Source: an optimization exercise on an open RTL-to-GDS flow (aim: small area, a short achievable clock period and few clock cycles per item). Production flows keep margins and buffers that such runs may drop.
In this exercise RTL edits were held to simulation tests only and were not proved equivalent to the original.
Power is estimated from default activity; no workload was simulated.

### flow/run.sh
#!/bin/bash
# synth_recipe.tcl (not shown) runs the flow's synth.tcl, then flattens the netlist and writes it again
# the make line also repeats each setting of config.mk as NAME=value (left out here)
make -C /OpenROAD-flow-scripts/flow DESIGN_CONFIG=/design/flow/config.mk WORK_HOME=/design/flow/orfs CLKGATE_MAP_FILE= SYNTH_SCRIPT=/design/flow/synth_recipe.tcl finish
### flow/config.mk
export PLATFORM = sky130hd
export DESIGN_NAME = queued_sine_tone_generator_core
export DESIGN_NICKNAME = queued_sine_tone_generator_core
export VERILOG_FILES = /design/flow/design.v
export SDC_FILE = /design/flow/constraint.sdc
export NUM_CORES = 4
export LEC_CHECK = 0
export CAP_MARGIN = 20
export CORE_MARGIN = 2
export CORE_UTILIZATION = 60
export CTS_BUF_LIST = sky130_fd_sc_hd__clkbuf_8
export SETUP_SLACK_MARGIN = 5
export SLEW_MARGIN = 20
### flow/constraint.sdc
create_clock -name core_clock -period 10.0 [get_ports {clk}]
set_input_delay 2.0000 -clock core_clock [delete_from_list [all_inputs] [get_ports {clk}]]
set_output_delay 2.0000 -clock core_clock [all_outputs]
set_load 0.01 [all_outputs]
### flow/design.v
`default_nettype none
package qstg_pkg;
    localparam int QUEUE_DEPTH = 16;
    localparam logic [15:0] RATE_RESET = 16'd44100;
    localparam logic [15:0] BIG_LIMIT = 16'd64000;
endpackage
`default_nettype wire
`default_nettype none
module qstg_sine_rom (
    input  logic      [7:0]  addr,
    output logic      [14:0] data
);
    always_comb
    begin
        case (addr)
            8'd0: data = 15'd0;
            8'd1: data = 15'd201;
            8'd2: data = 15'd402;
            8'd3: data = 15'd603;
            8'd4: data = 15'd804;
            8'd5: data = 15'd1005;
            8'd6: data = 15'd1206;
            8'd7: data = 15'd1407;
            8'd8: data = 15'd1608;
            8'd9: data = 15'd1809;
            8'd10: data = 15'd2009;
            8'd11: data = 15'd2210;
            8'd12: data = 15'd2411;
            8'd13: data = 15'd2611;
            8'd14: data = 15'd2811;
            8'd15: data = 15'd3012;
            8'd16: data = 15'd3212;
            8'd17: data = 15'd3412;
            8'd18: data = 15'd3612;
            8'd19: data = 15'd3812;
            8'd20: data = 15'd4011;
            8'd21: data = 15'd4211;
            8'd22: data = 15'd4410;
            8'd23: data = 15'd4609;
            8'd24: data = 15'd4808;
            8'd25: data = 15'd5007;
            8'd26: data = 15'd5205;
            8'd27: data = 15'd5404;
            8'd28: data = 15'd5602;
            8'd29: data = 15'd5800;
            8'd30: data = 15'd5998;
            8'd31: data = 15'd6195;
            8'd32: data = 15'd6393;
            8'd33: data = 15'd6590;
            8'd34: data = 15'd6787;
            8'd35: data = 15'd6983;
            8'd36: data = 15'd7180;
            8'd37: data = 15'd7376;
            8'd38: data = 15'd7571;
            8'd39: data = 15'd7767;
            8'd40: data = 15'd7962;
            8'd41: data = 15'd8157;
            8'd42: data = 15'd8351;
            8'd43: data = 15'd8546;
            8'd44: data = 15'd8740;
            8'd45: data = 15'd8933;
            8'd46: data = 15'd9127;
            8'd47: data = 15'd9319;
            8'd48: data = 15'd9512;
            8'd49: data = 15'd9704;
            8'd50: data = 15'd9896;
            8'd51: data = 15'd10088;
            8'd52: data = 15'd10279;
            8'd53: data = 15'd10469;
            8'd54: data = 15'd10660;
            8'd55: data = 15'd10850;
            8'd56: data = 15'd11039;
            8'd57: data = 15'd11228;
            8'd58: data = 15'd11417;
            8'd59: data = 15'd11605;
            8'd60: data = 15'd11793;
            8'd61: data = 15'd11980;
            8'd62: data = 15'd12167;
            8'd63: data = 15'd12354;
            8'd64: data = 15'd12540;
            8'd65: data = 15'd12725;
            8'd66: data = 15'd12910;
            8'd67: data = 15'd13095;
            8'd68: data = 15'd13279;
            8'd69: data = 15'd13463;
            8'd70: data = 15'd13646;
            8'd71: data = 15'd13828;
            8'd72: data = 15'd14010;
            8'd73: data = 15'd14192;
            8'd74: data = 15'd14373;
            8'd75: data = 15'd14553;
            8'd76: data = 15'd14733;
            8'd77: data = 15'd14912;
            8'd78: data = 15'd15091;
            8'd79: data = 15'd15269;
            8'd80: data = 15'd15447;
            8'd81: data = 15'd15624;
            8'd82: data = 15'd15800;
            8'd83: data = 15'd15976;
            8'd84: data = 15'd16151;
            8'd85: data = 15'd16326;
            8'd86: data = 15'd16500;
            8'd87: data = 15'd16673;
            8'd88: data = 15'd16846;
            8'd89: data = 15'd17018;
            8'd90: data = 15'd17190;
            8'd91: data = 15'd17361;
            8'd92: data = 15'd17531;
            8'd93: data = 15'd17700;
            8'd94: data = 15'd17869;
            8'd95: data = 15'd18037;
            8'd96: data = 15'd18205;
            8'd97: data = 15'd18372;
            8'd98: data = 15'd18538;
            8'd99: data = 15'd18703;
            8'd100: data = 15'd18868;
            8'd101: data = 15'd19032;
            8'd102: data = 15'd19195;
            8'd103: data = 15'd19358;
            8'd104: data = 15'd19520;
            8'd105: data = 15'd19681;
            8'd106: data = 15'd19841;
            8'd107: data = 15'd20001;
            8'd108: data = 15'd20160;
            8'd109: data = 15'd20318;
            8'd110: data = 15'd20475;
            8'd111: data = 15'd20632;
            8'd112: data = 15'd20788;
            8'd113: data = 15'd20943;
            8'd114: data = 15'd21097;
            8'd115: data = 15'd21251;
            8'd116: data = 15'd21403;
            8'd117: data = 15'd21555;
            8'd118: data = 15'd21706;
            8'd119: data = 15'd21856;
            8'd120: data = 15'd22006;
            8'd121: data = 15'd22154;
            8'd122: data = 15'd22302;
            8'd123: data = 15'd22449;
            8'd124: data = 15'd22595;
            8'd125: data = 15'd22740;
            8'd126: data = 15'd22884;
            8'd127: data = 15'd23028;
            8'd128: data = 15'd23170;
            8'd129: data = 15'd23312;
            8'd130: data = 15'd23453;
            8'd131: data = 15'd23593;
            8'd132: data = 15'd23732;
            8'd133: data = 15'd23870;
            8'd134: data = 15'd24008;
            8'd135: data = 15'd24144;
            8'd136: data = 15'd24279;
            8'd137: data = 15'd24414;
            8'd138: data = 15'd24548;
            8'd139: data = 15'd24680;
            8'd140: data = 15'd24812;
            8'd141: data = 15'd24943;
            8'd142: data = 15'd25073;
            8'd143: data = 15'd25202;
            8'd144: data = 15'd25330;
            8'd145: data = 15'd25457;
            8'd146: data = 15'd25583;
            8'd147: data = 15'd25708;
            8'd148: data = 15'd25833;
            8'd149: data = 15'd25956;
            8'd150: data = 15'd26078;
            8'd151: data = 15'd26199;
            8'd152: data = 15'd26320;
            8'd153: data = 15'd26439;
            8'd154: data = 15'd26557;
            8'd155: data = 15'd26674;
            8'd156: data = 15'd26791;
            8'd157: data = 15'd26906;
            8'd158: data = 15'd27020;
            8'd159: data = 15'd27133;
            8'd160: data = 15'd27246;
            8'd161: data = 15'd27357;
            8'd162: data = 15'd27467;
            8'd163: data = 15'd27576;
            8'd164: data = 15'd27684;
            8'd165: data = 15'd27791;
            8'd166: data = 15'd27897;
            8'd167: data = 15'd28002;
            8'd168: data = 15'd28106;
            8'd169: data = 15'd28209;
            8'd170: data = 15'd28311;
            8'd171: data = 15'd28411;
            8'd172: data = 15'd28511;
            8'd173: data = 15'd28610;
            8'd174: data = 15'd28707;
            8'd175: data = 15'd28803;
            8'd176: data = 15'd28899;
            8'd177: data = 15'd28993;
            8'd178: data = 15'd29086;
            8'd179: data = 15'd29178;
            8'd180: data = 15'd29269;
            8'd181: data = 15'd29359;
            8'd182: data = 15'd29448;
            8'd183: data = 15'd29535;
            8'd184: data = 15'd29622;
            8'd185: data = 15'd29707;
            8'd186: data = 15'd29792;
            8'd187: data = 15'd29875;
            8'd188: data = 15'd29957;
            8'd189: data = 15'd30038;
            8'd190: data = 15'd30118;
            8'd191: data = 15'd30196;
            8'd192: data = 15'd30274;
            8'd193: data = 15'd30350;
            8'd194: data = 15'd30425;
            8'd195: data = 15'd30499;
            8'd196: data = 15'd30572;
            8'd197: data = 15'd30644;
            8'd198: data = 15'd30715;
            8'd199: data = 15'd30784;
            8'd200: data = 15'd30853;
            8'd201: data = 15'd30920;
            8'd202: data = 15'd30986;
            8'd203: data = 15'd31050;
            8'd204: data = 15'd31114;
            8'd205: data = 15'd31177;
            8'd206: data = 15'd31238;
            8'd207: data = 15'd31298;
            8'd208: data = 15'd31357;
            8'd209: data = 15'd31415;
            8'd210: data = 15'd31471;
            8'd211: data = 15'd31527;
            8'd212: data = 15'd31581;
            8'd213: data = 15'd31634;
            8'd214: data = 15'd31686;
            8'd215: data = 15'd31737;
            8'd216: data = 15'd31786;
            8'd217: data = 15'd31834;
            8'd218: data = 15'd31881;
            8'd219: data = 15'd31927;
            8'd220: data = 15'd31972;
            8'd221: data = 15'd32015;
            8'd222: data = 15'd32058;
            8'd223: data = 15'd32099;
            8'd224: data = 15'd32138;
            8'd225: data = 15'd32177;
            8'd226: data = 15'd32214;
            8'd227: data = 15'd32251;
            8'd228: data = 15'd32286;
            8'd229: data = 15'd32319;
            8'd230: data = 15'd32352;
            8'd231: data = 15'd32383;
            8'd232: data = 15'd32413;
            8'd233: data = 15'd32442;
            8'd234: data = 15'd32470;
            8'd235: data = 15'd32496;
            8'd236: data = 15'd32522;
            8'd237: data = 15'd32546;
            8'd238: data = 15'd32568;
            8'd239: data = 15'd32590;
            8'd240: data = 15'd32610;
            8'd241: data = 15'd32629;
            8'd242: data = 15'd32647;
            8'd243: data = 15'd32664;
            8'd244: data = 15'd32679;
            8'd245: data = 15'd32693;
            8'd246: data = 15'd32706;
            8'd247: data = 15'd32718;
            8'd248: data = 15'd32729;
            8'd249: data = 15'd32738;
            8'd250: data = 15'd32746;
            8'd251: data = 15'd32753;
            8'd252: data = 15'd32758;
            8'd253: data = 15'd32762;
            8'd254: data = 15'd32766;
            8'd255: data = 15'd32767;
            default: data = 15'd0;
        endcase
    end
endmodule
`default_nettype wire
`default_nettype none
module qstg_divider (
    input  logic [15:0] rem_in,
    input  logic [31:0] dq_in,
    input  logic [15:0] divisor,
    input  logic [17:0] divisor3,
    output logic [15:0] rem_out,
    output logic [31:0] dq_out
);
    logic [17:0] rr;
    logic [18:0] d1;
    logic [18:0] d2;
    logic [18:0] d3;
    logic        s0;
    logic        s1;
    logic        s2;
    logic        s3;
    always_comb
    begin
        rr = {rem_in, dq_in[31:30]};
        d1 = {1'b0, rr} - {3'b000, divisor};
        d2 = {1'b0, rr} - {2'b00, divisor, 1'b0};
        d3 = {1'b0, rr} - {1'b0, divisor3};
        s3 = !d3[18];
        s2 = d3[18] && !d2[18];
        s1 = d2[18] && !d1[18];
        s0 = d1[18];
        rem_out = ({16{s3}} & d3[15:0]) | ({16{s2}} & d2[15:0]) |
                  ({16{s1}} & d1[15:0]) | ({16{s0}} & rr[15:0]);
        dq_out  = {dq_in[29:0], s3 | s2, s3 | s1};
    end
endmodule
`default_nettype wire
`default_nettype none
module qstg_datapath (
    input  logic        clk,
    input  logic        rst_n,
    input  logic        hold,
    input  logic        in_valid,
    input  logic [14:0] amp,
    input  logic [16:0] amp3,
    input  logic [15:0] entry,
    input  logic        neg,
    input  logic [6:0]  info,
    output logic        out_valid,
    output logic [22:0] out_data
);
    logic        v1;
    logic [14:0] amp1;
    logic [16:0] amp31;
    logic [15:0] entry1;
    logic        neg1;
    logic [6:0]  info1;
    logic        v2;
    logic [19:0] x2;
    logic [19:0] y2;
    logic [14:0] z2;
    logic        neg2;
    logic [6:0]  info2;
    logic [20:0] px;
    logic [19:0] py;
    logic [19:0] pz;
    logic [20:0] py_w;
    logic [20:0] pz_w;
    function automatic logic [16:0] pp(input logic [1:0] d, input logic [14:0] a,
                                       input logic [16:0] a3);
        logic [16:0] v;
        case (d)
            2'd0: v = 17'd0;
            2'd1: v = {2'b00, a};
            2'd2: v = {1'b0, a, 1'b0};
            default: v = a3;
        endcase
        pp = v;
    endfunction
    function automatic logic [20:0] sum3(input logic [16:0] r0, input logic [16:0] r1,
                                         input logic [16:0] r2);
        logic [20:0] a;
        logic [20:0] b;
        logic [20:0] c;
        logic [20:0] sv;
        logic [20:0] cv;
        a  = {4'd0, r0};
        b  = {2'd0, r1, 2'd0};
        c  = {r2, 4'd0};
        sv = a ^ b ^ c;
        cv = {((a[19:0] & b[19:0]) | (a[19:0] & c[19:0]) | (b[19:0] & c[19:0])), 1'b0};
        sum3 = sv + cv;
    endfunction
    logic [25:0] o1;
    logic [25:0] o2;
    logic [25:0] o3;
    logic [25:0] o4;
    logic [25:0] s1;
    logic [25:0] k1;
    logic [25:0] s2;
    logic [25:0] k2;
    logic [25:0] tot;
    always_comb
    begin
        px = sum3(pp(entry1[11:10], amp1, amp31), pp(entry1[13:12], amp1, amp31),
                  pp(entry1[15:14], amp1, amp31));
        py_w = sum3(pp(entry1[6:5], amp1, amp31), pp(entry1[8:7], amp1, amp31),
                    pp({1'b0, entry1[9]}, amp1, amp31));
        pz_w = sum3(pp(entry1[1:0], amp1, amp31), pp(entry1[3:2], amp1, amp31),
                    pp({1'b0, entry1[4]}, amp1, amp31));
        py = py_w[19:0];
        pz = pz_w[19:0];
        o1 = {{1{neg2}}, ({20{neg2}} ^ x2), {5{neg2}}};
        o2 = {{6{neg2}}, ({20{neg2}} ^ y2)};
        o3 = {{11{neg2}}, ({15{neg2}} ^ z2)};
        o4 = neg2 ? 26'd1026 : 26'd0;
        s1  = o1 ^ o2 ^ o3;
        k1  = {((o1[24:0] & o2[24:0]) | (o1[24:0] & o3[24:0]) | (o2[24:0] & o3[24:0])), 1'b0};
        s2  = s1 ^ k1 ^ o4;
        k2  = {((s1[24:0] & k1[24:0]) | (s1[24:0] & o4[24:0]) | (k1[24:0] & o4[24:0])), 1'b0};
        tot = s2 + k2;
    end
    always_ff @(posedge clk or negedge rst_n)
    begin
        if (!rst_n)
        begin
            v1 <= 1'b0;
            v2 <= 1'b0;
        end
        else if (!hold)
        begin
            v1 <= in_valid;
            v2 <= v1;
        end
    end
    always_ff @(posedge clk)
    begin
        if (!hold)
        begin
            amp1   <= amp;
            amp31  <= amp3;
            entry1 <= entry;
            neg1   <= neg;
            info1  <= info;
            x2     <= px[19:0];
            y2     <= py;
            z2     <= pz[19:5];
            neg2   <= neg1;
            info2  <= info1;
        end
    end
    assign out_valid = v2 && !hold;
    assign out_data  = {tot[25:10], info2};
endmodule
`default_nettype wire
`default_nettype none
module qstg_ctrl (
    input  logic        clk,
    input  logic        rst_n,
    input  logic        in_valid,
    input  logic [22:0] in_data,
    output logic        hold,
    output logic        hold_nx,
    output logic        result_valid,
    input  logic        result_stall,
    output logic [22:0] result
);
    logic        out_v;
    logic [22:0] out_d;
    logic        skid_v;
    logic [22:0] skid_d;
    logic        deq;
    assign deq = out_v && !result_stall;
    always_ff @(posedge clk or negedge rst_n)
    begin
        if (!rst_n)
        begin
            out_v  <= 1'b0;
            skid_v <= 1'b0;
        end
        else
        begin
            if (!out_v || deq)
            begin
                out_v  <= skid_v || in_valid;
                skid_v <= 1'b0;
            end
            else if (in_valid)
            begin
                skid_v <= 1'b1;
            end
        end
    end
    always_ff @(posedge clk)
    begin
        if (!out_v || deq)
        begin
            out_d <= skid_v ? skid_d : in_data;
        end
        if (in_valid)
        begin
            skid_d <= in_data;
        end
    end
    assign hold         = skid_v;
    assign hold_nx      = (!out_v || deq) ? 1'b0 : (in_valid || skid_v);
    assign result_valid = out_v;
    assign result       = out_d;
endmodule
`default_nettype wire
`default_nettype none
module queued_sine_tone_generator_core (
    input  logic                   clk,
    input  logic                   rst_n,
    input  logic                   cfg_write,
    input  logic      [15:0]       cfg_data,
    input  logic                   item_valid,
    output logic                   item_stall,
    input  logic      [47:0]       item,
    output logic                   result_valid,
    input  logic                   result_stall,
    output logic [22:0]            result
);
    localparam logic [15:0] RATE_RESET = qstg_pkg::RATE_RESET;
    localparam logic [15:0] BIG_LIMIT  = qstg_pkg::BIG_LIMIT;
    localparam logic [2:0] J_E3 = 3'd0;   
    localparam logic [2:0] J_E4 = 3'd1;   
    localparam logic [2:0] J_AB = 3'd2;   
    localparam logic [2:0] J_PH = 3'd3;   
    localparam logic [2:0] J_HD = 3'd4;   
    localparam logic [2:0] J_EN = 3'd5;   
    localparam logic [2:0] J_BG = 3'd6;   
    localparam logic [2:0] J_XL = 3'd7;   
    logic        v0;
    logic [47:0] it0;
    logic [1:0]  op0;
    logic [14:0] f0;
    logic [14:0] a0;
    logic [15:0] d0;
    logic        d0big;      
    assign op0 = it0[47:46];
    assign f0  = it0[45:31];
    assign a0  = it0[30:16];
    assign d0  = it0[15:0];
    logic [15:0] rate;
    logic [17:0] rate3;      
    logic        rz;         
    logic        rbig;       
    logic [9:0]  ab_a;       
    logic [9:0]  ab_b;
    logic [9:0]  thr;        
    logic        abv;
    logic        abw;        
    logic        cfg_d;      
    logic        clr_d;      
    logic [3:0]  hp;
    logic [3:0]  tp;
    logic [4:0]  used;
    logic        q_ne;       
    logic        full;       
    logic [22:0] dm;         
    logic [15:0] ee;
    logic        hinit;      
    logic [1:0]  hadv;       
    logic        hmode;      
    logic [9:0]  idx;
    logic [7:0]  nidx;       
    logic [15:0] r;          
    logic        pint;
    logic        prev;
    logic [9:0]  qf;
    logic [15:0] rf;
    logic [16*15-1:0] mf;
    logic [16*15-1:0] ma;
    logic [16*22-1:0] mc;
    logic [15:0]      mm;
    logic [15:0] rc;
    logic        ebusy;
    logic [2:0]  ejob;
    logic        emul;
    logic [4:0]  ecnt;
    logic        eh;
    logic [15:0] er;
    logic [31:0] dq;
    logic        ediv1000;
    logic        bigrdy;
    logic        phn;
    logic        cpend;
    logic        cstep;      
    logic [3:0]  cp;
    logic [4:0]  cleft;
    logic        hold;
    logic        conv_busy;
    assign conv_busy = ebusy && ((ejob == J_PH) || (ejob == J_HD) || (ejob == J_EN));
    logic [14:0] rd_f;
    logic [14:0] rd_a;
    logic [21:0] rd_c;
    logic        rd_m;
    always_comb
    begin
        rd_f = '0;
        rd_a = '0;
        rd_c = '0;
        rd_m = 1'b0;
        for (int i = 0; i < 16; i++)
        begin
            rd_f = rd_f | ({15{hp == 4'(i)}} & mf[i*15 +: 15]);
            rd_a = rd_a | ({15{hp == 4'(i)}} & ma[i*15 +: 15]);
            rd_c = rd_c | ({22{hp == 4'(i)}} & mc[i*22 +: 22]);
            rd_m = rd_m | ((hp == 4'(i)) & mm[i]);
        end
    end
    logic h_rdy;
    logic smp_blk;
    logic blk_all;
    logic big0;
    logic big_blk;
    logic go;
    logic is_enq;
    logic is_smp;
    logic is_clr;
    logic nzero;
    logic push;
    logic dropf;
    logic smp_do;
    logic stall_now;
    logic stall_r;
    logic hold_nx;
    assign h_rdy   = !hinit && (hadv == 2'd0);
    assign smp_blk = q_ne && (!h_rdy || (!rz && (!prev || pint)));
    assign blk_all = phn || cpend || !abv || conv_busy;
    assign big0    = rbig && d0big;
    assign big_blk = (op0 == 2'd0) && big0 && !bigrdy;
    assign go      = v0 && !hold && !blk_all && !((op0 == 2'd1) && smp_blk) && !big_blk;
    assign stall_now = v0 && !go;
    assign is_enq = go && (op0 == 2'd0);
    assign is_smp = go && (op0 == 2'd1);
    assign is_clr = go && (op0 == 2'd2);
    assign nzero  = rz || (d0 < {6'd0, thr});
    assign push   = is_enq && !nzero && !full;
    assign dropf  = is_enq && !nzero && full;
    assign smp_do = is_smp && q_ne;
    logic        cont;
    logic        pop;
    assign cont = !dm[22] && ((dm != 23'd0) || (ee == 16'd0));
    assign pop  = smp_do && !cont;
    logic [9:0]  h_a;
    logic [9:0]  h_b;
    logic [17:0] cs_s;
    logic [17:0] cs_k;
    logic [17:0] cs_t;
    logic        c2;
    logic [16:0] e_pl;
    logic [15:0] ee_nx;
    logic [22:0] dm_a;
    logic [22:0] dm_a1;
    logic [22:0] dm_nx;
    always_comb
    begin
        h_a   = hmode ? 10'd1 : ab_a;
        h_b   = hmode ? 10'd0 : ab_b;
        cs_s  = {2'b00, ee ^ {6'd0, ab_b} ^ ~rate};
        cs_k  = {1'b0, (ee & {6'd0, ab_b}) | (ee & ~rate) | ({6'd0, ab_b} & ~rate), 1'b1};
        cs_t  = cs_s + cs_k;
        c2    = !hmode && (cs_t[17] || cs_t[16]);
        e_pl  = {1'b0, ee} + {7'd0, h_b};
        ee_nx = c2 ? cs_t[15:0] : e_pl[15:0];
        dm_a  = dm - {13'd0, h_a};
        dm_a1 = dm - {13'd0, h_a} - 23'd1;
        dm_nx = c2 ? dm_a1 : dm_a;
    end
    logic [17:0] ps_s;
    logic [17:0] ps_k;
    logic [17:0] ps_t;
    logic        c1;
    logic [15:0] r_pl;
    logic [15:0] r2;
    logic [9:0]  idx_a;
    logic [9:0]  idx_a1;
    logic [7:0]  nidx_a;
    logic [7:0]  nidx_a1;
    always_comb
    begin
        ps_s    = {2'b00, r ^ rf ^ ~rate};
        ps_k    = {1'b0, (r & rf) | (r & ~rate) | (rf & ~rate), 1'b1};
        ps_t    = ps_s + ps_k;
        c1      = ps_t[17] || ps_t[16];
        r_pl    = r + rf;
        r2      = c1 ? ps_t[15:0] : r_pl;
        idx_a   = idx + qf;
        idx_a1  = idx + qf + 10'd1;
        nidx_a  = nidx - qf[7:0];
        nidx_a1 = nidx - qf[7:0] - 8'd1;
    end
    logic [7:0]  rom_addr;
    logic [14:0] rom_data;
    logic        peak;
    assign rom_addr = idx[8] ? nidx : idx[7:0];
    assign peak     = idx[8] && (idx[7:0] == 8'd0);
    qstg_sine_rom u_rom (
        .addr (rom_addr),
        .data (rom_data)
    );
    logic [4:0] used_nx;
    logic [4:0] used_p1;
    logic [4:0] used_m1;
    logic       u1;
    logic       u15;
    always_comb
    begin
        used_p1 = used + 5'd1;
        used_m1 = used - 5'd1;
        u1      = (used == 5'd1);
        u15     = (used == 5'd15);
        if (is_clr)
        begin
            used_nx = 5'd0;
        end
        else if (pop)
        begin
            used_nx = used_m1;
        end
        else if (push)
        begin
            used_nx = used_p1;
        end
        else
        begin
            used_nx = used;
        end
    end
    logic       v0_n;
    logic [1:0] op0_n;
    logic       d0big_n;
    logic       phn_n;
    logic       cpend_n;
    logic       abv_n;
    logic       convb_n;
    logic       q_ne_n;
    logic       hini_c;
    logic       hinit_n;
    logic       hadv_n;
    logic       rz_n;
    logic       prev_n;
    logic       pint_n;
    logic       rbig_n;
    logic       bigrdy_n;
    logic       smpb_n;
    logic       blka_n;
    logic       bigb_n;
    logic       go_n;
    logic       stall_nx;
    always_comb
    begin
        v0_n     = item_stall || item_valid;
        op0_n    = item_stall ? op0 : item[47:46];
        d0big_n  = item_stall ? d0big : (item[15:0] > BIG_LIMIT);
        phn_n    = st_ph ? 1'b0 :
                   ((cfg_write && !pint && !(ebusy && (ejob == J_PH)) &&
                     ((idx != 10'd0) || (r != 16'd0))) ? 1'b1 : phn);
        cpend_n  = (conv_skip && cstep && (cleft == 5'd0)) ? 1'b0 :
                   ((cfg_write && q_ne && !cpend) ? 1'b1 : cpend);
        abv_n    = cfg_write ? ((cfg_data > 16'd1000) || (cfg_data == 16'd0)) : (abw || abv);
        convb_n  = st_ph || st_hd || st_en || (conv_busy && !(fin_ph || fin_hd || fin_en));
        q_ne_n   = !is_clr && (push || (q_ne && !(pop && u1)));
        hini_c   = (push && !q_ne) || (pop && !u1);
        hinit_n  = !is_clr && hini_c;
        hadv_n   = !is_clr && !hini_c && (hinit || (hadv == 2'd2));
        rz_n     = cfg_write ? (cfg_data == 16'd0) : rz;
        prev_n   = (cfg_write || is_clr || pop) ? 1'b0 : (fin_e3 || prev);
        pint_n   = fin_ph ? 1'b1 : ((fin_e4 || (smp_do && rz)) ? 1'b0 : pint);
        rbig_n   = cfg_write ? (cfg_data > BIG_LIMIT) : rbig;
        bigrdy_n = fin_bg || (bigrdy && !is_enq);
        smpb_n   = q_ne_n && (hinit_n || hadv_n || (!rz_n && (!prev_n || pint_n)));
        blka_n   = phn_n || cpend_n || !abv_n || convb_n;
        bigb_n   = (op0_n == 2'd0) && rbig_n && d0big_n && !bigrdy_n;
        go_n     = v0_n && !hold_nx && !blka_n && !((op0_n == 2'd1) && smpb_n) && !bigb_n;
        stall_nx = v0_n && !go_n;
    end
    always_ff @(posedge clk or negedge rst_n)
    begin
        if (!rst_n)
        begin
            stall_r <= 1'b0;
        end
        else
        begin
            stall_r <= stall_nx;
        end
    end
    assign item_stall = stall_r;
    logic        eact;
    logic [15:0] div_d;
    logic [17:0] div_d3;
    logic [15:0] div_r;
    logic [31:0] div_dq;
    logic [17:0] mul_sum;
    assign eact   = ebusy;
    assign div_d  = (eact && ediv1000) ? 16'd1000 : rate;
    assign div_d3 = (eact && ediv1000) ? 18'd3000 : rate3;
    qstg_divider u_div (
        .rem_in   (eact ? er : {1'b0, item[45:31]}),
        .dq_in    (eact ? dq : 32'd0),
        .divisor  (div_d),
        .divisor3 (div_d3),
        .rem_out  (div_r),
        .dq_out   (div_dq)
    );
    assign mul_sum = {1'b0, eh, er} + (dq[0] ? {2'b00, rc} : 18'd0);
    logic last;
    logic fin_e3;
    logic fin_e4;
    logic fin_ab;
    logic fin_ph;
    logic fin_hd;
    logic fin_en;
    logic fin_bg;
    logic mul2div;
    logic cancel;
    logic cancel_d;
    logic ekeep;             
    assign last    = ebusy && (ecnt == 5'd1);
    assign cancel_d = ebusy && ((((ejob == J_E3) || (ejob == J_XL)) && (cfg_d || (clr_d && !ekeep))) ||
                                ((ejob == J_AB) && cfg_d));
    assign cancel   = cancel_d ||
                      (ebusy && ((((ejob == J_E3) || (ejob == J_XL)) && (cfg_write || is_clr)) ||
                                 ((ejob == J_AB) && cfg_write)));
    assign fin_e3  = last && !emul && (ejob == J_E3) && !cancel;
    assign fin_e4  = last && !emul && (ejob == J_E4);
    assign fin_ab  = last && !emul && (ejob == J_AB) && !cancel;
    assign fin_ph  = last && emul && (ejob == J_PH);
    assign mul2div = last && emul && (ejob != J_PH);
    assign fin_hd  = last && !emul && (ejob == J_HD);
    assign fin_en  = last && !emul && (ejob == J_EN);
    assign fin_bg  = last && !emul && (ejob == J_BG);
    logic        st_any;
    logic        st_ph;
    logic        hd_eng;
    logic        hd_set;
    logic        st_hd;
    logic        st_en;
    logic        conv_skip;
    logic        st_ab;
    logic        st_bg;
    logic        need_e4;
    logic        spec_e3;
    logic        need_e3;
    logic        st_e4;
    logic        st_e3;
    logic        st_xl;
    logic        pq_emp;
    logic        pspec;
    logic        st_pe3;
    logic        xl_go;
    logic [15:0] dx;
    logic        dx_s0;
    logic        dx_s2;
    logic        dx_s6;
    assign st_any   = (!ebusy || cancel_d) && !bigrdy;
    assign st_ph    = st_any && phn;
    assign hd_eng   = !dm[22] && (dm != 23'd0);
    assign hd_set   = st_any && !phn && cpend && !cstep && q_ne && !rd_m && !hd_eng;
    assign st_hd    = st_any && !phn && cpend && !cstep && q_ne && !rd_m && hd_eng;
    assign st_en    = st_any && !phn && cpend && cstep && (cleft != 5'd0) && !rd_m;
    assign conv_skip = st_any && !phn && cpend && !st_hd && !st_en;
    assign st_ab    = st_any && !phn && !cpend && !abv;
    assign st_bg    = st_any && !phn && !cpend && abv && v0 && big_blk;
    assign need_e4  = v0 && (op0 == 2'd1) && q_ne && !rz && pint;
    assign spec_e3  = !prev && !q_ne && v0 && (op0 == 2'd0) && !nzero && !big0;
    assign need_e3  = !prev && q_ne && !rz;
    assign st_e4    = st_any && !phn && !cpend && abv && !st_bg && need_e4;
    assign st_e3    = st_any && !phn && !cpend && abv && !st_bg && !need_e4 && spec_e3;
    assign pq_emp   = (v0 && (op0 == 2'd2)) || (!q_ne && !(v0 && (op0 == 2'd0)));
    assign pspec    = item_valid && !item_stall && (item[47:46] == 2'd0) && !prev && !rz &&
                      !(item[15:0] < {6'd0, thr}) && !(rbig && (item[15:0] > BIG_LIMIT)) &&
                      ({1'b0, item[45:31]} < rate) && pq_emp;
    assign st_pe3   = st_any && !ebusy && !phn && !cpend && abv && !st_bg && !need_e4 && !spec_e3 && pspec;
    assign st_xl    = st_any && !phn && !cpend && abv && !st_bg && !need_e4 && need_e3 && !pspec;
    assign xl_go    = ebusy && (ejob == J_XL) && !cancel_d;
    assign dx    = xl_go ? er : (need_e4 ? r : {1'b0, f0});
    assign dx_s0 = (dx < rate);
    assign dx_s2 = ({2'b00, dx[15:2]} < rate);
    assign dx_s6 = ({6'd0, dx[15:6]} < rate);
    always_ff @(posedge clk or negedge rst_n)
    begin
        if (!rst_n)
        begin
            ebusy <= 1'b0;
        end
        else if (st_ph || st_hd || st_en || st_ab || st_bg || st_e4 || st_e3 || st_xl || st_pe3)
        begin
            ebusy <= 1'b1;
        end
        else if (cancel || fin_e3 || fin_e4 || fin_ab || fin_ph || fin_hd || fin_en || fin_bg)
        begin
            ebusy <= 1'b0;
        end
    end
    logic div_run;
    assign div_run = ebusy && !emul && (ejob != J_XL) && !cancel_d;
    always_ff @(posedge clk)
    begin
        if (div_run)
        begin
            ecnt <= ecnt - 5'd1;
            er   <= div_r;
            dq   <= div_dq;
        end
        else if (st_ph || st_hd || st_en || st_bg)
        begin
            emul <= 1'b1;
            ecnt <= 5'd16;
            eh   <= 1'b0;
            if (st_ph)
            begin
                ejob <= J_PH;
                er   <= r;
                dq   <= {16'd0, 6'd0, idx};
            end
            else if (st_hd)
            begin
                ejob <= J_HD;
                er   <= rc - ee;
                dq   <= {16'd0, dm[15:0] - 16'd1};
            end
            else if (st_en)
            begin
                ejob <= J_EN;
                er   <= 16'd0;
                dq   <= {16'd0, rd_c[15:0]};
            end
            else
            begin
                ejob <= J_BG;
                er   <= 16'd0;
                dq   <= {16'd0, d0};
            end
        end
        else if (st_ab)
        begin
            ejob     <= J_AB;
            emul     <= 1'b0;
            ediv1000 <= 1'b0;
            ecnt     <= 5'd5;
            er       <= 16'd0;
            dq       <= {10'd1000, 22'd0};
        end
        else if (st_xl)
        begin
            ejob <= J_XL;
            er   <= {1'b0, rd_f};
        end
        else if (st_pe3)
        begin
            ejob     <= J_E3;
            emul     <= 1'b0;
            ediv1000 <= 1'b0;
            ecnt     <= 5'd4;
            er       <= div_r;
            dq       <= div_dq;
        end
        else if (st_e4 || st_e3 || xl_go)
        begin
            ejob     <= st_e4 ? J_E4 : J_E3;
            emul     <= 1'b0;
            ediv1000 <= 1'b0;
            if (dx_s0)
            begin
                ecnt <= 5'd5;
                er   <= dx;
                dq   <= 32'd0;
            end
            else if (dx_s2)
            begin
                ecnt <= 5'd6;
                er   <= {2'b00, dx[15:2]};
                dq   <= {dx[1:0], 30'd0};
            end
            else if (dx_s6)
            begin
                ecnt <= 5'd8;
                er   <= {6'd0, dx[15:6]};
                dq   <= {dx[5:0], 26'd0};
            end
            else
            begin
                ecnt <= 5'd14;
                er   <= 16'd0;
                dq   <= {2'b00, dx, 14'd0};
            end
        end
        else if (mul2div)
        begin
            emul     <= 1'b0;
            ediv1000 <= 1'b1;
            ecnt     <= 5'd16;
            er       <= 16'd0;
            dq       <= {mul_sum[16:1], mul_sum[0], dq[15:1]};
        end
        else if (ebusy && emul)
        begin
            ecnt     <= ecnt - 5'd1;
            {eh, er} <= mul_sum[17:1];
            dq[15:0] <= {mul_sum[0], dq[15:1]};
        end
    end
    always_ff @(posedge clk or negedge rst_n)
    begin
        if (!rst_n)
        begin
            ekeep <= 1'b0;
        end
        else
        begin
            ekeep <= st_pe3;
        end
    end
    logic [21:0] big_n;
    assign big_n = dq[22] ? 22'h3FFFFF : dq[21:0];
    always_ff @(posedge clk or negedge rst_n)
    begin
        if (!rst_n)
        begin
            bigrdy <= 1'b0;
        end
        else if (fin_bg)
        begin
            bigrdy <= 1'b1;
        end
        else if (is_enq)
        begin
            bigrdy <= 1'b0;
        end
    end
    always_ff @(posedge clk or negedge rst_n)
    begin
        if (!rst_n)
        begin
            rc <= RATE_RESET;
        end
        else if (!phn && !cpend && !conv_busy)
        begin
            rc <= rate;
        end
    end
    always_ff @(posedge clk or negedge rst_n)
    begin
        if (!rst_n)
        begin
            v0    <= 1'b0;
            rate  <= RATE_RESET;
            rz    <= 1'b0;
            rbig  <= 1'b0;
            ab_a  <= 10'd0;
            ab_b  <= 10'd1000;
            thr   <= 10'd1;
            abv   <= 1'b1;
            abw   <= 1'b0;
            cfg_d <= 1'b0;
            clr_d <= 1'b0;
            q_ne  <= 1'b0;
            full  <= 1'b0;
            hp    <= 4'd0;
            tp    <= 4'd0;
            used  <= 5'd0;
            hinit <= 1'b0;
            hadv  <= 2'd0;
            idx   <= 10'd0;
            nidx  <= 8'd0;
            r     <= 16'd0;
            pint  <= 1'b0;
            prev  <= 1'b0;
            phn   <= 1'b0;
            cpend <= 1'b0;
            cstep <= 1'b0;
            cp    <= 4'd0;
            cleft <= 5'd0;
        end
        else
        begin
            if (!item_stall)
            begin
                v0 <= item_valid;
            end
            if (cfg_write)
            begin
                rate <= cfg_data;
                rz   <= (cfg_data == 16'd0);
                rbig <= (cfg_data > BIG_LIMIT);
                if ((cfg_data > 16'd1000) || (cfg_data == 16'd0))
                begin
                    ab_a <= 10'd0;
                    ab_b <= 10'd1000;
                    abv  <= 1'b1;
                end
                else
                begin
                    abv <= 1'b0;
                end
                if (!pint && !(ebusy && (ejob == J_PH)) && ((idx != 10'd0) || (r != 16'd0)))
                begin
                    phn <= 1'b1;
                end
                if (q_ne && !cpend)
                begin
                    cpend <= 1'b1;
                    cstep <= 1'b0;
                end
            end
            else if (fin_ab)
            begin
                ab_a <= div_dq[9:0];
                ab_b <= div_r[9:0];
            end
            else if (abw)
            begin
                abv <= 1'b1;
            end
            abw   <= fin_ab && !cfg_write;
            cfg_d <= cfg_write;
            clr_d <= is_clr;
            thr <= ab_a + {9'd0, (ab_b != 10'd0)};
            q_ne <= !is_clr && (push || (q_ne && !(pop && u1)));
            full <= !is_clr && ((push && u15) || (full && !pop));
            if (is_clr)
            begin
                hp    <= 4'd0;
                tp    <= 4'd0;
                used  <= 5'd0;
                hinit <= 1'b0;
                hadv  <= 2'd0;
            end
            else
            begin
                if (push)
                begin
                    tp <= tp + 4'd1;
                end
                if (pop)
                begin
                    hp <= hp + 4'd1;
                end
                used <= used_nx;
                if ((push && !q_ne) || (pop && !u1))
                begin
                    hinit <= 1'b1;
                end
                else if (hinit)
                begin
                    hinit <= 1'b0;
                    hadv  <= 2'd2;
                end
                else if (hadv != 2'd0)
                begin
                    hadv <= hadv - 2'd1;
                end
            end
            if (st_ph)
            begin
                phn <= 1'b0;
            end
            if (conv_skip)
            begin
                if (!cstep)
                begin
                    cstep <= 1'b1;
                    cp    <= hp;
                    cleft <= used;
                end
                else if (cleft == 5'd0)
                begin
                    hp    <= cp;
                    cpend <= 1'b0;
                end
                else
                begin
                    hp    <= hp + 4'd1;
                    cleft <= cleft - 5'd1;
                end
            end
            if (fin_hd)
            begin
                cstep <= 1'b1;
                cp    <= hp;
                cleft <= used;
            end
            if (fin_en)
            begin
                hp    <= hp + 4'd1;
                cleft <= cleft - 5'd1;
            end
            if (smp_do)
            begin
                if (rz)
                begin
                    idx  <= 10'd0;
                    nidx <= 8'd0;
                    r    <= 16'd0;
                    pint <= 1'b0;
                end
                else
                begin
                    idx  <= c1 ? idx_a1 : idx_a;
                    nidx <= c1 ? nidx_a1 : nidx_a;
                    r    <= r2;
                end
            end
            if (fin_ph)
            begin
                r    <= {mul_sum[10:1], mul_sum[0], dq[15:11]};
                pint <= 1'b1;
            end
            if (fin_e4)
            begin
                idx  <= div_dq[9:0];
                nidx <= 8'd0 - div_dq[7:0];
                r    <= div_r;
                pint <= 1'b0;
            end
            if (cfg_write || is_clr || pop)
            begin
                prev <= 1'b0;
            end
            else if (fin_e3)
            begin
                prev <= 1'b1;
            end
        end
    end
    always_ff @(posedge clk)
    begin
        if (!item_stall)
        begin
            it0   <= item;
            d0big <= (item[15:0] > BIG_LIMIT);
        end
        if (fin_e3)
        begin
            qf <= div_dq[9:0];
            rf <= div_r;
        end
        if (hinit)
        begin
            dm    <= {1'b0, rd_c};
            ee    <= 16'd0;
            hmode <= rd_m;
        end
        else if ((hadv != 2'd0) || (smp_do && !pop))
        begin
            dm <= dm_nx;
            ee <= ee_nx;
        end
        else if (hd_set)
        begin
            dm    <= (!dm[22] && (ee == 16'd0)) ? 23'd0 : 23'h7FFFFF;
            ee    <= 16'd0;
            hmode <= 1'b1;
        end
        else if (fin_hd)
        begin
            dm    <= {1'b0, div_dq[21:0]};
            ee    <= 16'd0;
            hmode <= 1'b1;
        end
    end
    logic        wspec;
    logic [21:0] wc;
    logic        wm;
    assign wspec = v0 && (op0 == 2'd0) && !full && !cpend;
    assign wc    = cpend ? div_dq[21:0] : (big0 ? big_n : {6'd0, d0});
    assign wm    = cpend || big0;
    for (genvar i = 0; i < 16; i++)
    begin : g_q
        always_ff @(posedge clk)
        begin
            if (wspec && (tp == 4'(i)))
            begin
                mf[i*15 +: 15] <= f0;
                ma[i*15 +: 15] <= a0;
            end
            if ((wspec && (tp == 4'(i))) || (fin_en && (hp == 4'(i))))
            begin
                mc[i*22 +: 22] <= wc;
                mm[i]          <= wm;
            end
        end
    end
    always_ff @(posedge clk or negedge rst_n)
    begin
        if (!rst_n)
        begin
            rate3 <= 18'd132300;
        end
        else if (cfg_write)
        begin
            rate3 <= {1'b0, cfg_data, 1'b0} + {2'b00, cfg_data};
        end
    end
    logic        dp_valid;
    logic [22:0] dp_data;
    logic [14:0] dp_amp;
    assign dp_amp = (smp_do && !rz) ? rd_a : 15'd0;
    qstg_datapath u_dp (
        .clk       (clk),
        .rst_n     (rst_n),
        .hold      (hold),
        .in_valid  (go),
        .amp       (dp_amp),
        .amp3      ({1'b0, dp_amp, 1'b0} + {2'b00, dp_amp}),
        .entry     (peak ? 16'h8000 : {1'b0, rom_data}),
        .neg       (idx[9]),
        .info      ({smp_do, dropf, used_nx}),
        .out_valid (dp_valid),
        .out_data  (dp_data)
    );
    qstg_ctrl u_out (
        .clk          (clk),
        .rst_n        (rst_n),
        .in_valid     (dp_valid),
        .in_data      (dp_data),
        .hold         (hold),
        .hold_nx      (hold_nx),
        .result_valid (result_valid),
        .result_stall (result_stall),
        .result       (result)
    );
endmodule
`default_nettype wire
==> impl_metrics.ini, run 1 <==
[synth]
netlist_instances = 6835
syn_area_per_cell_um2 = 11.3
synth_nets = 7428
synth_top_flop_cell = edfxtp_1
synth-edff-count = 1168
yosysTopAreaCellShare_pct = 45.5
ys_warn_count = 5
synth_top_cell_by_area = edfxtp_1
syn_area_um2 = 77100
ys_ff_latch = 1346
yosysSeqAreaShare_pct = 51.2
ys_types = 110
synthArstFlopShare_pct = 11.9
synth.area.top_cells = edfxtp_1, ha_1, dfrtp_1

[sta]
rsz0062_at_grt = true
max_freq_mhz = 197
finalHoldViolCount = 0
finalSetupViolations = 0
setup_tns_ns = 0
timing.final.crit_share_pct = 50.8
finClkSkew_ns = 0.109
fin_crit_ns = 5.08
slew_violations = 0
worstMarginPinSlew_ns = 1.34
max_slew_margin_pct = 10.4

[power]
leakage_uw = 0.0328
ir_worst_vdd_mv = 0.226
p_per_area_nw_per_um2 = 291

[cells_and_area]
layout-drive-gt1-share_pct = 12.6
multi_input_area_um2 = 35800
syn_to_final_growth_pct = 11.2
seq_area_um2 = 39500
final_cell_mix = edfxtp_1, nand2_1, ha_1
layout_commonest_cell = edfxtp_1
nFillCells = 9710
fin_nets = 7580
fin_util_pct = 67.2

[critical_path]
start_kind = flip-flop
r2r-start = hp[3]
required_ns = 10.75
crit_path_start = hp[3]
cp_data_arrival_time_ns = 5.83
cp-end-kind = flip-flop
rr_worst_depth = 21
ff2ff_setup_slack_ns = 4.92
crit_end = u_dp.amp31[15]
critPathMaxFanout = 26
r2r_end = u_dp.amp31[15]
worstSetupPathType = reg2reg

[routing]
detail-route-antenna-nets = 0
drt_wl_total_um = 269000
routed_via_density = 6.99
vias = 61700
first_pass_iters = 7
wire_per_inst_um = 30.5
first_iter_violations = 9524
drc = 0

[cts]
clk_path_buf_depth = 3
cts_buffers = 212
cts_sinks = 1346
cts_tree = done
clockRootBuffer = clkbuf_8
htreeDepth = 4
clk_pin_slew_ns = 0.06
holdBufCountCts = 0
clkLatencyLatePin_ns = 1.00

[floorplan]
die_area_um2 = 131000
die-height_um = 362
start_util_pct = 60.4
placementRows = 131
core-area_um2 = 128000
die_width_um = 362
ioPinCount = 94

[global_route]
antenna_found_initial = 7
grt_max_degree = 91
track_usage_pct = 40.3
grt_pass1_vias = 58200
grt_overflow = 0
grt_pass1_wl_um = 389000

[placed_design]
gp_congestion = 1.05
hpwl_um = 183000
io_buffer_count = 93

[outcome]
status = finished clean

[min_path]
hp-class = reg2reg

[flow_run]
maxCapViolCount = 0
-- critical path: stages (launching register included) --
cell,delay (ns)
dfrtp_1,0.32
buf_4,0.33
nor2b_2,0.16
and2_2,0.24
buf_4,0.23
a22o_1,0.23
a221oi_2,0.23
nand4_1,0.62
nand2_2,0.29
buf_4,0.14
inv_2,0.05
ha_4,0.25
nor2b_1,0.13
o21ai_2,0.14
a21boi_1,0.10
o21ai_1,0.20
a21boi_1,0.12
o21ai_1,0.16
a21oi_1,0.13
o41ai_2,0.35
nor4b_1,0.11
a311o_1,0.30
-- area by class of cell --
type / instances / share of cell area, %
Tap cell: 1662 / 2.43
Clock buffer: 219 / 3.52
Multi-Input combinational cell: 4764 / 41.7
Inverter: 351 / 1.55
Clock inverter: 177 / 1.49
Antenna cell: 4 / 0.0117
Timing Repair Buffer: 312 / 3.21
Sequential cell: 1346 / 46.1
-- flip-flops by register name, indices dropped and copies added, names as in the netlist, 17 cells and up --
name          flops
u_dp.amp31       17
u_out.out_d      23
rate3            18
mc              352
mf              240
dq               32
u_dp.y2          20
ma              240
u_dp.x2          20
u_out.skid_d     23
it0              48
dm               23
-- worst min-delay path by stage --
stage                        from            end  slack [ns]  cells after the start
floorplan           u_dp.info1[0]  u_dp.info2[0]        0.40                      0
global placement    u_dp.info1[1]  u_dp.info2[1]        0.40                      0
detailed placement      u_dp.neg1      u_dp.neg2        0.40                      0
CTS                     u_dp.neg1      u_dp.neg2        0.42                      0
global route            u_dp.neg1      u_dp.neg2        0.43                      0
finish                  u_dp.neg1      u_dp.neg2        0.42                      0
-- Yosys cell counts (134+ instances only) --
cell         n
inv_1      344
nand2_1    462
a22oi_1    265
o21ai_0    334
edfxtp_1  1168
a21oi_1    335
mux2_2     152
nor2_1     442
ha_1       432
a22o_1     182
nand3_1    143
xnor2_1    240
clkbuf_1   284
dfrtp_1    134
a221oi_1   139
-- what timing repair did --
| item | CTS | global route |
|---|---|---|
| setup buffers | 20 | 34 |
| pin swaps | 14 | 27 |
| setup endpoints to repair | 214 | 172 |
| cloned | 3 | 2 |
| gates resized for setup | 107 | 70 |
-- logic make-up (layout without fill, tap and decap cells) --
family                     after synthesis  count (layout)  synth area share, %
muxes                                  192             192                 2.74
and+or+nand+nor                       1672            1675                 10.5
DFF                                   1346            1346                 51.2
other                                    0               4                    0
adders and majority gates              524             524                 9.40
AOI/OAI and AO/OA                     2042            2043                 18.7
xor gates and xnor gates               330             330                 3.76
buffers and inverters                  729            1059                 3.64
-- metrics by stage --
step / instance area [µm²] / total power [µW] / hold WS (ns) / setup slack [ns] / instances
after global routing: 85700 / 25900 / 0.425 / 4.78 / 8832
after global placement: 80100 / 19000 / 0.402 / 3.17 / 8375
after floorplan: 77100 / 15200 / 0.400 / 5.01 / 6835
after CTS: 85000 / 24100 / 0.420 / 4.87 / 8794
after detailed placement: 80100 / 19100 / 0.405 / 3.09 / 8375
final: 85700 / 24900 / 0.419 / 4.92 / 8835
-- routing by layer --
metal	GRT usage, %	share of wire (%)	routed length (µm)	vias to the layer above
met1	55.4	38	103000	30000
met2	59.6	43	116000	4418
met5	0	0.011	30	-
met3	11.1	13	35500	824
li1	-	-	-	26500
met4	18.3	5.3	14300	4
-- power by group --
part / total [µW] / internal (µW) / leakage [µW] / switching [µW]
clock network: 4720 / 2370 / 0.00237 / 2350
logic: 12200 / 4210 / 0.0173 / 8020
registers: 7980 / 7230 / 0.0132 / 742
Testbench counts, summed over its fixed seeds: cycles 2,245, items 2,048.
==> inputs of run 2 (changes only) <==
--- a/flow/config.mk
+++ b/flow/config.mk
@@ -6,4 +6,5 @@
 export NUM_CORES = 4
 export LEC_CHECK = 0
+export ABC_AREA = 1
 export CAP_MARGIN = 20
 export CORE_MARGIN = 2
==> run 2 against run 1 <==
Effect of this change: utilization is 0.25 points lower; setup slack better by 0.10 ns; fmax is 2.0% higher; cell area is 0.91% higher; flip-flop and latch count stayed put; register-to-register slack better by 0.10 ns; critical path depth is 9 lower; critical path type unchanged; non-clock buffer count is 21 lower; still clean.
==> impl_metrics.ini, run 2 <==
[synth]
synth_common_cells = nand2_1, edfxtp_1, inv_1, nor2_1, a21oi_1
ys_types = 77
ys_warn_count = 5
yosys.area_share.adder_pct = 9.30
yosysSeqAreaShare_pct = 50.6
ys_ff_latch = 1346
synth_top_cell_by_area = edfxtp_1
synth_top_family_by_area = simple AND/OR/NAND/NOR gates
syn_area_um2 = 78000
syn_area_per_cell_um2 = 9.46
yosys.area_share.simple_pct = 16.3
synth_xor_area_share_pct = 3.20
synth.area.top_cells = edfxtp_1, nand2_1, ha_1
synthMuxAreaShare_pct = 0
synth_most_common_cell = nand2_1
netlist_instances = 8243
synth-compound-area-share_pct = 14.7
synthArstFlopShare_pct = 11.9
yosysTopAreaCellShare_pct = 45.0
synth_nets = 8836
synth-edff-count = 1168
synth_top_flop_cell = edfxtp_1

[routing]
vias = 67400
routed_via_density = 6.50
drt_wl_total_um = 286000
drc = 0
detail-route-antenna-nets = 0
first_pass_iters = 6
wire_per_inst_um = 27.6
first_iter_violations = 9196

[placed_design]
gp_congestion = 1.12
hpwl_um = 201000
postPlaceCellArea_um2 = 81500
io_buffer_count = 93

[global_route]
grt_pass1_vias = 63400
grt_max_degree = 91
grt_pass1_wl_um = 413000
antenna_found_initial = 15
track_usage_pct = 42.5
grt_overflow = 0

[floorplan]
start_util_pct = 60.4
die_width_um = 364
die-height_um = 364
die_area_um2 = 133000
ioPinCount = 94
placementRows = 132
core-area_um2 = 129000

[cells_and_area]
reg_top3 = mc x352, ma x240, mf x240
stdcell_area_um2 = 86500
largest_reg_flops = 352
layout-drive-gt1-share_pct = 8.34
final_cell_mix = nand2_1, edfxtp_1, inv_1
fin_nets = 9040
regMostFlops = mc
layout_commonest_cell = nand2_1
syn_to_final_growth_pct = 10.9
nFillCells = 10200

[critical_path]
required_ns = 10.76
r2r-start = idx[8]
max_stage_delay_ns = 0.89
path_buf_inv = 4
worstSetupPathType = reg2reg
start_kind = flip-flop
cp-end-kind = flip-flop
crit_path_start = idx[8]
crit_chain = nand2_1 -> o21ai_2 -> buf_4 -> inv_1 -> buf_4 -> nor2_1 -> inv_1 -> nor2_1 -> nand2_1 -> o21ai_0 -> o21ai_0 -> a21oi_1
critPathMaxFanout = 56
slowest_stage = nor2_1
path_delay_family = simple AND/OR/NAND/NOR gates
cp_data_arrival_time_ns = 5.74

[power]
p_per_area_nw_per_um2 = 347
leakage_uw = 0.0359
ir_worst_vdd_mv = 0.215

[cts]
htreeDepth = 4
clockRootBuffer = clkbuf_8
cts_sinks = 1346
cts_tree = done
clk_pin_slew_ns = 0.06
holdBufCountCts = 0
cts_buffers = 209
clk_path_buf_depth = 3
clkLatencyLatePin_ns = 1.00

[sta]
rsz0062_at_grt = true
timing.final.crit_share_pct = 49.8
max_slew_margin_pct = 19.0
finClkSkew_ns = 0.0789
slew_violations = 0
fin_crit_ns = 4.98
worstMarginPinSlew_ns = 1.20
finalHoldViolCount = 0
max_freq_mhz = 201
setup_tns_ns = 0
finalSetupViolations = 0

[min_path]
hp-class = reg2reg
min_from = u_dp.info1[5]

[outcome]
status = finished clean

[flow_run]
maxCapViolCount = 0
==> run 2: cell families (layout without fill, tap and decap cells) <==
group | after synthesis | in the layout
AND/OR/NAND/NOR | 3036 | 3038
flip-flops | 1346 | 1346
XOR/XNOR | 285 | 285
other | 0 | 8
AO/OA/AOI/OAI | 1846 | 1846
adder cells (fa/ha/maj) | 524 | 524
buffers and inverters | 1206 | 1579
==> run 2: metal layers <==
| layer | up-vias | track usage [%] | share of wire [%] |
|---|---|---|---|
| met2 | 4750 | 64.6 | 44 |
| li1 | 29500 | - | - |
| met3 | 1148 | 10.8 | 13 |
| met4 | 12 | 28.8 | 8.3 |
| met1 | 32000 | 53.9 | 35 |
| met5 | - | 0 | 0.026 |
==> run 2: path summary, 6_finish.rpt <==
path                                        to  slack (ns)  cells after the start
worst max-delay path            u_dp.entry1[2]        5.02                     12
max in group asynchronous               idx[8]        7.73                      2
worst max register to register  u_dp.entry1[2]        5.02                     12
worst min-delay path             u_dp.info2[5]        0.42                      0
worst min register to register   u_dp.info2[5]        0.42                      0
min in group asynchronous            rate3[11]        0.93                      1
==> run 2: layout make-up <==
| class | instances | area [µm²] | share of cell area (%) |
|---|---|---|---|
| sequential | 1346 | 39500 | 45.7 |
| antenna | 8 | 20.0 | 0.0232 |
| clock buffer | 222 | 3060 | 3.53 |
| timing repair buffer | 291 | 2610 | 3.01 |
| timing repair inverter | 2 | 15.0 | 0.0174 |
| inverter | 904 | 3430 | 3.97 |
| tap | 1742 | 2180 | 2.52 |
| multi-input combinational | 5693 | 34600 | 40.0 |
| clock inverter | 160 | 1090 | 1.26 |
==> run 2: metrics by stage <==
stage	hold slack [ns]	std cells	utilization, %	setup slack (ns)	power (µW)
finish	0.416	10400	67.0	5.02	30000
global route	0.428	10400	66.9	4.82	31400
CTS	0.417	10300	66.5	5.01	29000
detailed placement	0.405	9937	63.1	3.38	24300
global placement	0.401	9936	63.1	3.29	24200
floorplan	0.400	8243	-	5.22	18300
==> run 2: where the power goes <==
part           switching [µW]  leakage (µW)  internal [µW]  total, µW
Combinational           12000        0.0205           5120      17100
Sequential                772        0.0131           7530       8310
Clock                    2300       0.00233           2300       4600
==> run 2: repair_timing <==
action	4_1_cts	5_1_grt
setup endpoints to repair	142	138
gates cloned	1	4
gates resized for setup	53	70
buffers inserted	7	29
pin swaps	5	10
hold endpoints to repair	0	0
==> inputs of run 3 (changes only) <==
==> flow/flow/run.sh (new file) <==
#!/bin/bash
set -o pipefail
{ echo "== standard.sh"; cat standard.sh; echo "== config.mk"; cat config.mk; echo "== constraint.sdc"; cat constraint.sdc; } > flow_info.log 2>&1
export SETUP_SLACK_MARGIN=5.5
bash standard.sh > standard.log 2>&1
==> flow/standard.sh (new file) <==
#!/bin/bash
# synth_recipe.tcl (not shown) runs the flow's synth.tcl, then flattens the netlist and writes it again
# the make line also repeats each setting of config.mk as NAME=value (left out here)
make -C /OpenROAD-flow-scripts/flow DESIGN_CONFIG=/design/flow/config.mk WORK_HOME=/design/flow/orfs CLKGATE_MAP_FILE= SYNTH_SCRIPT=/design/flow/synth_recipe.tcl "${@:-finish}"
--- a/flow/config.mk
+++ b/flow/config.mk
@@ -6,9 +6,7 @@
 export NUM_CORES = 4
 export LEC_CHECK = 0
-export ABC_AREA = 1
 export CAP_MARGIN = 20
 export CORE_MARGIN = 2
-export CORE_UTILIZATION = 60
+export CORE_UTILIZATION = 55
 export CTS_BUF_LIST = sky130_fd_sc_hd__clkbuf_8
-export SETUP_SLACK_MARGIN = 5
 export SLEW_MARGIN = 20
removed: flow/run.sh
==> run 3 against run 2 <==
Effect of this change: critical path type unchanged; non-clock buffer count is 152 higher; largest cell class unchanged; critical endpoint is now u_dp.amp31[15]; flip-flop and latch count is the same; global-route usage is 3.6 points lower; hold slack worse by 0.00079 ns; still clean on timing, DRC and antenna; cell area rose by 2.4%; power is 13% lower; clock skew rose by 0.052 ns; cell count fell by 12%; critical path depth increased by 3.
==> impl_metrics.ini, run 3 <==
[routing]
drt_wl_total_um = 286000
routed_via_density = 6.82
first_pass_iters = 8
first_iter_violations = 8957
wire_per_inst_um = 31.2
detail-route-antenna-nets = 0
drc = 0
vias = 62500

[cts]
cts_tree = done
htreeDepth = 4
clk_path_buf_depth = 3
clk_pin_slew_ns = 0.06
cts_sinks = 1346
clockRootBuffer = clkbuf_8
cts_buffers = 216
clkLatencyLatePin_ns = 1.02
holdBufCountCts = 0

[cells_and_area]
fin_util_pct = 63.5
layoutNonFillerInstCount = 9175
reg_top3 = mc x352, ma x240, mf x240
syn_to_final_growth_pct = 14.8
nFillCells = 11200
largest_reg_flops = 352
final_cell_mix = edfxtp_1, nand2_1, nor2_1
regMostFlops = mc
fin_nets = 7719
layout-drive-gt1-share_pct = 15.7
stdcell_area_um2 = 88500
layout_commonest_cell = edfxtp_1

[critical_path]
cp-end-kind = flip-flop
worstSetupPathType = reg2reg
rr_worst_depth = 15
start_kind = flip-flop
required_ns = 10.72
cp_data_arrival_time_ns = 5.32
critPathMaxFanout = 16

[sta]
fin_crit_ns = 4.59
max_slew_margin_pct = 20.2
finalHoldViolCount = 0
worstMarginPinSlew_ns = 1.19
whs_ns = 0.415
slew_violations = 0
setup_tns_ns = 0
max_freq_mhz = 218
finalSetupViolations = 0
timing.final.crit_share_pct = 45.9
finClkSkew_ns = 0.131
rsz0062_at_grt = true

[floorplan]
ioPinCount = 94
placementRows = 137
die-height_um = 378
die_area_um2 = 143000
die_width_um = 378
start_util_pct = 55.3
core-area_um2 = 139000

[synth]
yosysTopAreaCellShare_pct = 45.5
netlist_instances = 6835
synthMuxAreaShare_pct = 2.74
synth_most_common_cell = edfxtp_1
synth.area.top_cells = edfxtp_1, ha_1, dfrtp_1
syn_area_um2 = 77100
synth_top_cell_by_area = edfxtp_1
synth-edff-count = 1168
synth_nets = 7428
yosysSeqAreaShare_pct = 51.2
ys_types = 110
synth-compound-area-share_pct = 18.7
synth_top_flop_cell = edfxtp_1
synth_xor_area_share_pct = 3.76
synthArstFlopShare_pct = 11.9
yosys.area_share.adder_pct = 9.40
synth_top_family_by_area = compound AO/OA/AOI/OAI gates
yosys.area_share.simple_pct = 10.5
syn_area_per_cell_um2 = 11.3
ys_ff_latch = 1346
synth_common_cells = edfxtp_1, nand2_1, nor2_1, ha_1, inv_1
ys_warn_count = 5

[flow_run]
maxCapViolCount = 0

[outcome]
status = finished clean

[power]
ir_worst_vdd_mv = 0.226
leakage_uw = 0.0340
p_per_area_nw_per_um2 = 295

[placed_design]
hpwl_um = 187000
post-place-cells = 8582
gp_congestion = 1.03
postPlaceCellArea_um2 = 80800
io_buffer_count = 93

[global_route]
grt_max_degree = 88
grt_pass1_wl_um = 405000
antenna_found_initial = 11
track_usage_pct = 39.0
grt_pass1_vias = 58500
grt_overflow = 0

[min_path]
min_delay_path_depth = 0
hp-class = reg2reg
-- run 3: what timing repair did --
item | CTS | global route
pin swaps | 42 | 65
setup buffers | 96 | 83
gates cloned | 12 | 10
gates resized for setup | 202 | 143
setup endpoints to repair | 334 | 249
-- run 3: cell type report --
| type | instances | area [µm²] | area share, % |
|---|---|---|---|
| sequential | 1346 | 39500 | 44.6 |
| tap | 1876 | 2350 | 2.65 |
| antenna | 5 | 12.5 | 0.0141 |
| timing repair buffer | 443 | 4400 | 4.98 |
| inverter | 351 | 1350 | 1.52 |
| clock buffer | 232 | 3190 | 3.61 |
| multi-input combinational | 4768 | 36700 | 41.4 |
| clock inverter | 154 | 1050 | 1.19 |
-- run 3: layer usage --
metal | up-vias | routed length (µm) | track usage (%)
met2 | 4069 | 125000 | 58.9
met5 | - | 24 | 0
met1 | 30900 | 111000 | 53.6
met3 | 814 | 35700 | 9.79
li1 | 26800 | - | -
met4 | 4 | 14000 | 16.3
-- run 3: cells by family after synthesis --
family	after synthesis
AOI/OAI and AO/OA	2042
xor gates and xnor gates	330
adders and majority gates	524
buffers and inverters	729
DFF	1346
muxes	192
and+or+nand+nor	1672
-- run 3: worst paths after layout --
kind,startpoint,to,slack [ns]
setup / recovery,hp[0],u_dp.amp31[15],5.41
hold / removal,u_dp.info1[3],u_dp.info2[3],0.42
setup reg to reg,hp[0],u_dp.amp31[15],5.41
hold reg to reg,u_dp.info1[3],u_dp.info2[3],0.42
max in group asynchronous,rst_n,rate3[0],7.06
min in group asynchronous,rst_n,idx[5],1.14
-- run 3: power breakdown --
part / switching [µW] / internal [µW] / total [µW]
Combinational: 8560 / 4900 / 13500
Clock: 2360 / 2270 / 4620
Sequential: 758 / 7240 / 8000
Total: 11700 / 14400 / 26100
-- run 3: critical path, cell delays in order, from the launching register on --
cell and delay (ns):
dfrtp_2 0.40, inv_1 0.10, ha_4 0.24, and3_4 0.22
buf_8 0.19, buf_16 0.22, a22o_1 0.19, a221oi_1 0.31
nand3_1 0.33, o21ai_0 0.82, inv_1 0.23, ha_1 0.47
nor3_1 0.08, o21ai_0 0.16, nand2_1 0.08, a311o_1 0.31
-- run 3: metrics by stage --
step | worst slack [ns] | power, µW
final | 5.41 | 26100
after CTS | 5.36 | 25100
after global placement | 3.80 | 19600
after floorplan | 5.24 | 15500
after global routing | 5.35 | 27000
after detailed placement | 3.76 | 19700
==> inputs of run 4 (changes only) <==
==> flow/flow/run.sh (replaced) <==
#!/bin/bash
set -o pipefail
{ echo "== standard.sh"; cat standard.sh; echo "== config.mk"; cat config.mk; echo "== constraint.sdc"; cat constraint.sdc; } > flow_info.log 2>&1
export SETUP_SLACK_MARGIN=5.3
bash standard.sh > standard.log 2>&1
--- a/flow/config.mk
+++ b/flow/config.mk
@@ -8,5 +8,5 @@
 export CAP_MARGIN = 20
 export CORE_MARGIN = 2
-export CORE_UTILIZATION = 55
+export CORE_UTILIZATION = 60
 export CTS_BUF_LIST = sky130_fd_sc_hd__clkbuf_8
 export SLEW_MARGIN = 20
==> run 4 against run 3 <==
Effect of this change: cell area down 2.4%; non-clock buffer count down 103; first-iteration DRC count increased by 1.5%; sequential power barely moved; synthesized area unchanged.
==> impl_metrics.ini, run 4 <==
[routing]
wire_per_inst_um = 30.8
first_iter_violations = 9090
drt_wl_total_um = 273000
detail-route-antenna-nets = 0
drc = 0
met3_length_um = 34900
wl_met1_um = 102000
vias = 62200
dr_wl_met2_um = 120000
routed_via_density = 7.01
top_layer = met5
first_pass_iters = 9

[synth]
syn_area_per_cell_um2 = 11.3
synth_common_cells = edfxtp_1, nand2_1, nor2_1, ha_1, inv_1
ys_ff_latch = 1346
yosysTopAreaCellShare_pct = 45.5
synth.area.top_cells = edfxtp_1, ha_1, dfrtp_1
yosysSeqAreaShare_pct = 51.2
synth-edff-count = 1168
ys_types = 110
synth_most_common_cell = edfxtp_1
netlist_instances = 6835
synthArstFlopShare_pct = 11.9
synth_top_flop_cell = edfxtp_1
ys_warn_count = 5
synth_nets = 7428
synth_top_cell_by_area = edfxtp_1
syn_area_um2 = 77100

[global_route]
grt_overflow = 0
track_usage_pct = 40.6
grt_max_degree = 94
grt_pass1_wl_um = 391000
antenna_found_initial = 8
grt_pass1_vias = 58700

[cells_and_area]
stdcell_area_um2 = 86400
largest_reg_flops = 352
reg_top3 = mc x352, ma x240, mf x240
fin_nets = 7611
layout-drive-gt1-share_pct = 13.8
final_cell_mix = edfxtp_1, nand2_1, nor2_1
regMostFlops = mc
syn_to_final_growth_pct = 12.1
nFillCells = 9615
layout_commonest_cell = edfxtp_1

[sta]
finalHoldViolCount = 0
setup_tns_ns = 0
finalSetupViolations = 0
fin_crit_ns = 4.74
max_slew_margin_pct = 19.8
worstMarginPinSlew_ns = 1.20
slew_violations = 0
rsz0062_at_grt = true
max_freq_mhz = 211
finClkSkew_ns = 0.0779
timing.final.crit_share_pct = 47.4

[floorplan]
die_area_um2 = 131000
core-area_um2 = 128000
placementRows = 131
die-height_um = 362
die_width_um = 362
ioPinCount = 94
start_util_pct = 60.4

[placed_design]
postPlaceCellArea_um2 = 80400
io_buffer_count = 93
hpwl_um = 182000
gp_congestion = 1.06

[critical_path]
rr_worst_depth = 15
path_buf_inv = 4
required_ns = 10.73
crit_top_cell = buf_4
worstSetupPathType = reg2reg
cp_data_arrival_time_ns = 5.47
critPathMaxFanout = 33
max_stage_delay_ns = 0.60
ff2ff_setup_slack_ns = 5.26
slowest_stage = a31oi_2
crit_chain = buf_4 -> ha_1 -> buf_4 -> and3_2 -> buf_4 -> buf_6 -> a221oi_1 -> a31oi_2 -> ha_1 -> a21boi_2 -> o21ai_2 -> a21oi_2 -> o41ai_2 -> nor4b_1 -> a311o_1
cp-end-kind = flip-flop
r2r_end = u_dp.amp31[15]
r2r-start = hp[1]
start_kind = flip-flop
path_delay_family = compound AO/OA/AOI/OAI gates

[min_path]
min_delay_worst_endpoint = u_dp.info2[2]
hp-class = reg2reg
min_from = u_dp.info1[2]
min_delay_path_depth = 0

[power]
p_per_area_nw_per_um2 = 293
ir_worst_vdd_mv = 0.272
leakage_uw = 0.0331

[cts]
clkLatencyLatePin_ns = 1.01
clockRootBuffer = clkbuf_8
cts_sinks = 1346
cts_tree = done
clk_pin_slew_ns = 0.09
clk_path_buf_depth = 3
cts_buffers = 213
htreeDepth = 4

[outcome]
status = finished clean

[flow_run]
maxCapViolCount = 0
==> run 4: cell counts after synthesis <==
No cell type changed its count.
==> run 4: where the power goes <==
| group | internal, µW | switching [µW] |
|---|---|---|
| logic | 4480 | 8180 |
| clock network | 2250 | 2400 |
| registers | 7240 | 745 |
| total | 14000 | 11300 |
==> run 4: cell families after synthesis <==
logic type | Yosys count | synth area share (%)
mux | 192 | 2.74
buf+inv | 729 | 3.64
flops | 1346 | 51.2
compound gates | 2042 | 18.7
fa+ha+maj | 524 | 9.40
xor+xnor | 330 | 3.76
simple gates | 1672 | 10.5
==> run 4: metrics by stage <==
step	util, %	std cells	total power, µW	setup WS, ns	hold slack (ns)
floorplan	-	6835	15400	5.09	0.400
global placement	63.0	8375	19200	3.81	0.403
detailed placement	63.0	8375	19400	3.54	0.405
CTS	67.0	8817	24400	5.18	0.420
global route	67.7	8871	26200	5.14	0.428
finish	67.7	8873	25300	5.26	0.412
==> run 4: worst max-delay path by stage <==
stage | from | endpoint | cells past startpoint | slack [ns]
after floorplan | cfg_write | stall_r | 9 | 5.09
after global placement | ejob[1] | u_dp.amp31[15] | 21 | 3.81
after detailed placement | ejob[1] | u_dp.amp31[15] | 21 | 3.54
after CTS | hp[1] | u_dp.amp31[15] | 22 | 5.18
after global routing | hp[1] | u_dp.amp31[15] | 22 | 5.14
final | hp[1] | u_dp.amp31[15] | 15 | 5.26
==> run 4: area by class of cell <==
class	count	area [µm²]	share of cell area, %
Sequential cell	1346	39500	45.7
Antenna cell	4	10.0	0.0116
Tap cell	1662	2080	2.41
Timing Repair Buffer	340	3080	3.57
Inverter	351	1340	1.55
Multi-Input combinational cell	4766	36200	41.9
Clock inverter	175	1080	1.25
Clock buffer	229	3150	3.65
==> run 4: metal layers <==
| layer | global-route usage [%] | vias to the layer above |
|---|---|---|
| met1 | 54.3 | 30200 |
| li1 | - | 26600 |
| met4 | 19.6 | 2 |
| met2 | 62.0 | 4411 |
| met3 | 10.4 | 909 |
| met5 | 0 | - |
==> run 4: timing repair <==
item,CTS,global route
hold buffers,0,0
resized for setup,141,101
setup endpoints to repair,300,204
gates cloned,5,4
pin swaps,24,38
setup buffers,33,48

Setup slack of run 4, layout unchanged: 5.264 ns with ideal ports, 5.253 ns with driving cells assumed (clock clkbuf_16, inputs buf_2), 4.215 ns with port delays also shifted by the 1.038 ns mid clock arrival.
